Source: an optimization exercise on an open RTL-to-GDS flow (aim: small area, a short achievable clock period and few clock cycles). Production flows keep margins and buffers that such runs may drop.

== JK ==
## idex_unit
module idex_unit (
    input  logic                     clk_i,
    input  logic                     rst_n_i,
    input  logic                     req_i,
    input  idex_ctrl_pkg::word_t     inst_i,
    input  idex_ctrl_pkg::word_t     pc_i,
    input  idex_ctrl_pkg::word_t     rs1_data_i,
    input  idex_ctrl_pkg::word_t     rs2_data_i,
    output idex_ctrl_pkg::reg_addr_t rs1_addr_o,
    output idex_ctrl_pkg::reg_addr_t rs2_addr_o,
    output logic                     ack_o,
    output logic                     rd_we_o,
    output idex_ctrl_pkg::reg_addr_t rd_addr_o,
    output idex_ctrl_pkg::word_t     rd_data_o,
    output idex_ctrl_pkg::word_t     pc_next_o,
    output logic                     inst_err_o
);
    logic b_reg, sub_reg, sub_imm;
    logic en_sum, en_p, en_g, en_shr, en_shl, en_lt, en_ltu, en_lui, en_auipc, en_link;
    logic pn_sum, pn_imm, pn_br, pn_seq, we, illegal;
    logic eq, lt, ltu, cond;
    idex_ctrl_pkg::word_t imm_i;
    idex_ctrl_pkg::word_t sum, p, g, shr, shl;
    idex_ctrl_pkg::word_t pc4;
    idex_ctrl_pkg::word_t pc_imm;
    assign rs1_addr_o = inst_i[19:15];
    assign rs2_addr_o = inst_i[24:20];
    idex_decoder u_decoder (
        .inst_i     (inst_i),
        .b_reg_o    (b_reg),
        .sub_reg_o  (sub_reg),
        .sub_imm_o  (sub_imm),
        .en_sum_o   (en_sum),
        .en_p_o     (en_p),
        .en_g_o     (en_g),
        .en_shr_o   (en_shr),
        .en_shl_o   (en_shl),
        .en_lt_o    (en_lt),
        .en_ltu_o   (en_ltu),
        .en_lui_o   (en_lui),
        .en_auipc_o (en_auipc),
        .en_link_o  (en_link),
        .pn_sum_o   (pn_sum),
        .pn_imm_o   (pn_imm),
        .pn_br_o    (pn_br),
        .pn_seq_o   (pn_seq),
        .we_o       (we),
        .illegal_o  (illegal)
    );
    assign imm_i = {{20{inst_i[31]}}, inst_i[31:20]};
    int_alu u_alu (
        .a_i       (rs1_data_i),
        .rs2_i     (rs2_data_i),
        .imm_i     (imm_i),
        .b_reg_i   (b_reg),
        .sub_reg_i (sub_reg),
        .sub_imm_i (sub_imm),
  ...
For scale: roughly 8700 sq um of cells after synthesis.
==> module branch_unit, before the edit <==
module branch_unit #(
    parameter int PC_ARCH  = 1,
    parameter int INC_ARCH = 1
) (
    input  idex_ctrl_pkg::word_t inst_i,
    input  idex_ctrl_pkg::word_t pc_i,
    input  logic                 eq_i,
    input  logic                 lt_i,
    input  logic                 ltu_i,
    output idex_ctrl_pkg::word_t pc4_o,
    output idex_ctrl_pkg::word_t pc_imm_o,
    output logic                 cond_o      
);
    idex_ctrl_pkg::word_t imm_b;
    idex_ctrl_pkg::word_t imm_u;
    idex_ctrl_pkg::word_t imm_j;
    idex_ctrl_pkg::word_t imm;
    logic [2:0]           f3;
    assign f3 = inst_i[14:12];
    assign imm_b = {{19{inst_i[31]}}, inst_i[31], inst_i[7], inst_i[30:25], inst_i[11:8], 1'b0};
    assign imm_u = {inst_i[31:12], 12'h000};
    assign imm_j = {{11{inst_i[31]}}, inst_i[31], inst_i[19:12], inst_i[20], inst_i[30:21], 1'b0};
    assign imm = inst_i[3] ? imm_j : (inst_i[4] ? imm_u : imm_b);
    logic unused_c1, unused_c2;
    pfx_add #(.W(31), .ARCH(PC_ARCH)) u_pc_add (
        .a_i    (pc_i[31:1]),
        .b_i    (imm[31:1]),
        .cin_i  (1'b0),
        .sum_o  (pc_imm_o[31:1]),
        .cout_o (unused_c1)
    );
    assign pc_imm_o[0] = pc_i[0];
    pfx_add #(.W(30), .ARCH(INC_ARCH)) u_pc_inc (
        .a_i    (pc_i[31:2]),
        .b_i    (30'd0),
        .cin_i  (1'b1),
        .sum_o  (pc4_o[31:2]),
        .cout_o (unused_c2)
    );
    assign pc4_o[1:0] = pc_i[1:0];
    assign cond_o = (f3[2] ? (f3[1] ? ltu_i : lt_i) : eq_i) ^ f3[0];
endmodule
clock: 6.5 ns
lec_check: 0
abc_area: 1
cap_margin: 20
core_margin: 2
core_utilization: 30
slew_margin: 20
standard.sh (not shown) runs the stock make flow with config.mk's settings and CLKGATE_MAP_FILE= SYNTH_SCRIPT=/design/flow/synth_recipe.tcl, a recipe that flattens the netlist after the stock synthesis.
==> flow/flow/run.sh <==
#!/bin/bash
# Own layout flow: the standard ORFS flow (standard.sh), unchanged except
# that the port buffers are plain buf_2 cells instead of the delay cells that
# buffer_ports picks by default. Each port still gets its own buffer.
set -euo pipefail
bash standard.sh "BUFFER_PORTS_ARGS=-buffer_cell sky130_fd_sc_hd__buf_2" finish > orfs_make.log 2>&1
[inputs] MS vs JK
-- flow/design.v --
<<< JK, line 166
endmodule
module branch_unit #(
    parameter int PC_ARCH  = 1,
    parameter int INC_ARCH = 1
) (
    input  idex_ctrl_pkg::word_t inst_i,
>>> MS, line 166
endmodule
module branch_unit #(
    parameter int PC_ARCH  = 0,
    parameter int INC_ARCH = 0
) (
    input  idex_ctrl_pkg::word_t inst_i,
## What came out
- Placed instance count (JK / MS): 0.929
- Compared JK against MS; final routed DRC violation total within noise.
- MS and JK ended up with roughly the same count of clock-buffer cells in the layout.
- Non-clock buffer count ends up higher on JK.
- MS vs. JK: routability congestion estimate moved down; detailed-route vias per instance did not really move; post-synthesis to final-layout area growth fell by 3.0 points; share of the synthesized area in compound gates (AO/OA/AOI/OAI) has decreased.
- Changes observed in MS relative to JK: inverter count of the layout excluding clock inverters moved up; die area moved up; peak supply drop moved up; post-layout instance area moved up.
No run of this note included a check of the RTL's function; only the layout flow was run.
